Source: an optimization exercise on an open RTL-to-GDS flow (aim: small area and a short achievable clock period). Production flows keep margins and buffers that such runs may drop. No run shown here included a check of the RTL's function; only the layout flow was run.

==> flow/design.v (outline; a module is shown in full before it is edited, if it fits) <==
// module ex_top: 2978 lines
// module ex_ao21: 3 lines
// module ex_fa: 4 lines
// module ex_ha: 4 lines
// module ex_aoi21: 3 lines
// module ex_oai21: 3 lines
// module ex_nand2: 3 lines
// module ex_nor2: 3 lines
// module ex_inv: 3 lines
module ex_top (
    input  logic               clk,
    input  logic               reset,
    input  logic               in_valid,
    input  logic [4:0]         operator,
    input  logic [31:0]        operand1,
    input  logic [31:0]        operand2,
    input  logic [4:0]         dest_addr,
    input  logic               dest_write,
    output logic               out_valid,
    output logic [4:0]         write_addr,
    output logic               write_enable,
    output logic [31:0]        write_data
);
  // ...
==> flow/flow/run.sh <==
#!/bin/bash
# Layout flow: the standard flow (standard.sh), with the port buffers
# inserted as sky130_fd_sc_hd__buf_2 cells instead of the default delay-buffer
# cells. Every tool's output goes to flow_run.log; ORFS keeps its per-step logs
# under orfs/logs.
set -euo pipefail
export BUFFER_PORTS_ARGS="-buffer_cell sky130_fd_sc_hd__buf_2"
bash standard.sh finish > flow_run.log 2>&1
==> flow/standard.sh <==
#!/bin/bash
# synth_recipe.tcl (not shown) runs the flow's synth.tcl, then flattens the netlist and writes it again
# the make line also repeats each setting of config.mk as NAME=value (left out here)
make -C /OpenROAD-flow-scripts/flow DESIGN_CONFIG=/design/flow/config.mk WORK_HOME=/design/flow/orfs CLKGATE_MAP_FILE= SYNTH_SCRIPT=/design/flow/synth_recipe.tcl "${@:-finish}"
==> flow/config.mk <==
export PLATFORM = sky130hd
export DESIGN_NAME = ex_top
export DESIGN_NICKNAME = ex_top
export VERILOG_FILES = /design/flow/design.v
export SDC_FILE = /design/flow/constraint.sdc
export NUM_CORES = 4
export LEC_CHECK = 0
export ABC_AREA = 1
export CAP_MARGIN = 20
export CORE_MARGIN = 2
export CORE_UTILIZATION = 40
export SETUP_SLACK_MARGIN = 4.5
export SLEW_MARGIN = 20
export SYNTH_HIERARCHICAL = 1
==> flow/constraint.sdc <==
create_clock -name core_clock -period 14.0 [get_ports {clk}]
set_input_delay 2.8000 -clock core_clock [delete_from_list [all_inputs] [get_ports {clk}]]
set_output_delay 2.8000 -clock core_clock [all_outputs]
set_load 0.01 [all_outputs]
==> results.yml, run 1 <==
place:
  io_buffers: 116
  dp_hpwl_um: 114400
  place_ws_ns: 3.370
timing:
  final_max_slew_viol_count: 0
  rsz0062_at_grt: "yes"
  hold_viol_final: 0
  setup_viol_count_final: 0
  skew_ns: 0.01005
clocking:
  cts_hold_buf: 0
  cts_resized: 24
layout:
  clock_buffers: 9
  syn_to_final_growth_pct: 6.629
  design.seq.count: 103
  dominant_cells: "multi-input gates"
  clkCellAreaFrac_pct: 0.8653
  drive_above_1_share_pct: 12.05
  utilization_pct: 42.97
global_routing:
  grt_max_degree: 78
  use_met1_pct: 49.53
run:
  cap_violations: 0
floorplanning:
  num_rows: 104
  nWellTaps: 1060
  die_height_um: 288.6
  die-area_sq_mm: 0.08331
detailed_routing:
  vias: 32710
  viasPerCell: 6.604
synthesis:
  syn_area_per_cell_sq_um: 8.129
  yosysTopAreaCell: "fa_1"
  async_flop_share_pct: 0
  ys_top_cells_by_count: "594 x xor2_1, 567 x nand2_1, 506 x o22ai_1"
  yosys.area_share.simple_pct: 9.864
  yosys_warnings: 7
  synthAdderAreaFrac_pct: 34.68
  synthMuxAreaShare_pct: 0.09266
status:
  outcome: "no timing/DRC/antenna violations"
worst_hold_path:
  min_from: "lo[15]$_DFF_P_"
  hold_depth: 2
setup_path:
  ff2ff_setup_slack_ns: 12.09
  cp.required_ns: 14.29
==> inputs of run 2 (changes only) <==
--- a/flow/flow/run.sh
+++ b/flow/flow/run.sh
@@ -5,4 +5,5 @@
 # under orfs/logs.
 set -euo pipefail
 export BUFFER_PORTS_ARGS="-buffer_cell sky130_fd_sc_hd__buf_2"
+export SETUP_SLACK_MARGIN=5.25
 bash standard.sh finish > flow_run.log 2>&1
--- a/flow/config.mk
+++ b/flow/config.mk
@@ -9,6 +9,5 @@
 export CAP_MARGIN = 20
 export CORE_MARGIN = 2
 export CORE_UTILIZATION = 40
-export SETUP_SLACK_MARGIN = 4.5
 export SLEW_MARGIN = 20
 export SYNTH_HIERARCHICAL = 1
==> run 2 against run 1 <==
Still clean. Cell count increased by 1.1%. Count of clock-buffer cells in the layout stayed put. First-iteration DRC count up 10%. Setup slack gained 0.56 ns. Maximum frequency increased by 6.4%. Wire length grew 4.0%. Non-clock buffer count increased by 56. Sequential cell count did not move. Core utilization is 2.4 points higher. Cell area rose by 5.6%. Critical endpoint is now hi[15]$_DFF_P_.
==> results.yml, run 2 <==
place:
  place_congestion: 1.036
  io_buffers: 116
  dp_hpwl_um: 114400
synthesis:
  ys_top_cells_by_count: "594 x xor2_1, 567 x nand2_1, 506 x o22ai_1"
  synth_seq_cells: 103
  synth-edff-count: 0
  synth_most_common_cell: "xor2_1"
  yosysTopAreaCell: "fa_1"
  synthesis.nets: 4682
  yosys_warnings: 7
  syn_area_sq_mm: 0.03241
  synth_cell_types: 48
  syn_area_per_cell_sq_um: 8.129
  async_flop_share_pct: 0
  ys.flop_type: "dfxtp_1"
  synth_area_leaders: "fa_1 29%, xor2_1 16%, o22ai_1 9.8%, nand2_1 6.6%, dfxtp_1 6.4%"
  synthCells: 3987
  synth.yosys.seq_area_share_pct: 6.362
  synth.top_cell.area_share_pct: 28.97
floorplanning:
  start_util_pct: 40.30
  die-area_sq_mm: 0.08331
  core_area_sq_mm: 0.08042
  num_io_pins: 117
  num_rows: 104
  die_x_um: 288.6
  die_height_um: 288.6
detailed_routing:
  antenna_left: 0
  viasPerCell: 6.688
  vias: 33494
  drt_iter0_drc: 4642
  wl_um: 167100
  routedWlPerCell_um: 33.36
  firstDrtPassIters: 8
  drc_errors: 0
timing:
  maxSlewHeadroom_pct: 24.75
  period_needed_ns: 8.826
  fmax_mhz: 113.3
  final_max_slew_viol_count: 0
  hold_viol_final: 0
  finalCritPeriodShare_pct: 63.04
  worst_pin_slew_ns: 1.129
  rsz0062_at_grt: "yes"
  timing.hold.ws_ns: 0.5127
  skew_ns: 0.008298
  tns_ns: 0
  setup_viol_count_final: 0
layout:
  utilization_pct: 45.38
  syn_to_final_growth_pct: 12.61
  final_cell_mix: "589 x xor2_1, 544 x nand2_1, 504 x o22ai_1, 464 x fa_1, 244 x inv_1"
  nets: 4637
  seqCellArea_sq_mm: 0.002062
  n_fill_cell: 7996
  final_common_cell: "xor2_1"
  largestRegisters: "hi: 32 flops, lo: 32 flops, write_data: 32 flops"
  drive_above_1_share_pct: 16.37
  multi_input_area_sq_mm: 0.02893
setup_path:
  cp_data_arrival_time_ns: 9.04
  path_cells: "clkbuf_4, nor2_4, clkinvlp_4, buf_12, a211oi_1, a21oi_1, fa_1, fa_1, fa_1, fa_1, fa_1, ha_1, nand2_1, nor2_2, nand2_1, nor2_2, nand2_1, o21ai_4, a21oi_2, xnor2_1, nand2_1, o221ai_1"
  crit_fanout: 22
  cp-end-kind: "flip-flop"
  crit_family: "adder cells"
  cp.required_ns: 14.22
  critPathMaxStageDelay_ns: 0.66
  cp_common_cell: "fa_1"
  path_buf_inv: 3
  cpMaxStageDelayCell: "a211oi_1"
  cp-start-kind: "primary input"
  path_class: "primary input to flip-flop"
clocking:
  cts_tree: "built"
  clk_path_buf_depth: 2
  clock_sinks: 103
  cts_hold_buf: 0
  clkSlewWorstSetupHoldPaths_ns: 0.08
  cts_max_level: 3
  clkLatencyLatePin_ns: 0.37
  root_buffer: "clkbuf_16"
  numCtsBuffers: 9
run:
  cap_violations: 0
worst_hold_path:
  holdCritPathClass: "flip-flop to flip-flop"
global_routing:
  antenna_found_initial: 4
  grt_pass1_wl_um: 232400
  grt_pass1_vias: 32278
  grt_max_degree: 78
  track_usage_pct: 38.52
  grt_overflow: 0
status:
  outcome: "no timing/DRC/antenna violations"
==> run 2: per-module statistics from Yosys, one instance, submodules excluded, a selection <==
| module | cell area (sq um) | cells | flip-flops and latches |
|---|---|---|---|
| ex_ha | 12.51 | 1 | 0 |
| ex_fa | 20.02 | 1 | 0 |
| ex_nor2 | 3.754 | 1 | 0 |
| ex_oai21 | 5.005 | 1 | 0 |
| ex_inv | 3.754 | 1 | 0 |
| ex_aoi21 | 8.758 | 1 | 0 |
| ex_nand2 | 3.754 | 1 | 0 |
| ex_ao21 | 11.26 | 3 | 0 |
==> run 2: through the flow <==
stage | area (sq um) | std cells | setup slack [ns]
6_report | 36490 | 5008 | 5.174
5_1_grt | 36490 | 5007 | 5.169
4_1_cts | 35220 | 4961 | 5.141
3_5_place_dp | 33920 | 4926 | 3.370
3_3_place_gp | 33920 | 4926 | 3.344
2_1_floorplan | 32410 | 3987 | 5.341
==> run 2: final cells by class <==
type	count	area share, %
Antenna cell	1	0.006857
Clock buffer	9	0.6171
Clock inverter	7	0.2023
Inverter	275	3.038
Multi-Input combinational cell	3260	79.26
Sequential cell	103	5.650
Tap cell	1060	3.634
Timing Repair Buffer	293	7.587
==> run 2: worst paths after layout <==
check,from,to,slack (ns),cells past startpoint
setup / recovery,operator[1],hi[15]$_DFF_P_,5.17,22
hold reg to reg,lo[15]$_DFF_P_,lo[15]$_DFF_P_,0.51,2
hold / removal,lo[15]$_DFF_P_,lo[15]$_DFF_P_,0.51,2
setup reg to reg,lo[20]$_DFF_P_,write_data[20]$_DFF_P_,12.08,6
==> run 2: logic make-up (layout without fill, tap and decap cells) <==
family                     Yosys count  count (layout)  share of synthesized area (%)
adders and majority gates          617             617                          34.68
DFF                                103             103                          6.362
other                                0               1                              0
buffers and inverters              624             584                          7.308
muxes                                3               3                        0.09266
and+or+nand+nor                    810             810                          9.864
AOI/OAI and AO/OA                 1183            1183                          24.20
xor gates and xnor gates           647             647                          17.49
==> run 2: repair_timing <==
action                     4_1_cts  5_1_grt
setup endpoints to repair       72       50
gates resized for setup        166      172
pin swaps                        5       20
gates cloned                     7        9
buffers inserted                12       36
==> run 2: worst reg2reg max path, cell delays in order (launching register included) <==
cell,delay [ns]
dfxtp_1,0.30
inv_1,0.06
o22ai_1,0.07
a2111oi_0,0.93
o211ai_1,0.22
inv_1,0.10
nand2_1,0.10
==> run 2: routing by layer <==
layer  up-vias  track usage (%)  wire length, um
met1     16398            50.51            63090
li1      13642                -                -
met3       643            9.147            20630
met2      2807            57.12            70190
met4         4            24.27            13140
met5         -                0               27

==> port drivers added, routing unchanged <==
In the flow no input, the clock included, has a driving cell. The finished layouts below were timed again as built, in two steps. Step 1 sets driving cells, clkbuf_16 on the clock port and buf_2 on the other inputs (assumed; they add their load-dependent delay and slew). Step 2 also shifts input and output timing later by t, the mid clock arrival at the registers, as if the neighbouring blocks saw the same clock. a / b / c = ideal ports / drivers / drivers and shift; a / b = the first two.
| run | t (ns) | setup WS [ns] | hold WS [ns] | worst register clock-pin slew, ns |
|---|---|---|---|---|
| run 1 | 0.407 | 4.613 / 4.624 / 4.217 | 0.510 / 0.510 / 0.510 | 0.09 / 0.09 |
| run 2 | 0.408 | 5.174 / 5.189 / 4.781 | 0.513 / 0.513 / 0.513 | 0.09 / 0.09 |
After both steps every run listed still meets setup and hold. For run 1, which loses most, drivers alone change the setup slack by +0.011 ns; drivers and shift together by -0.396 ns.
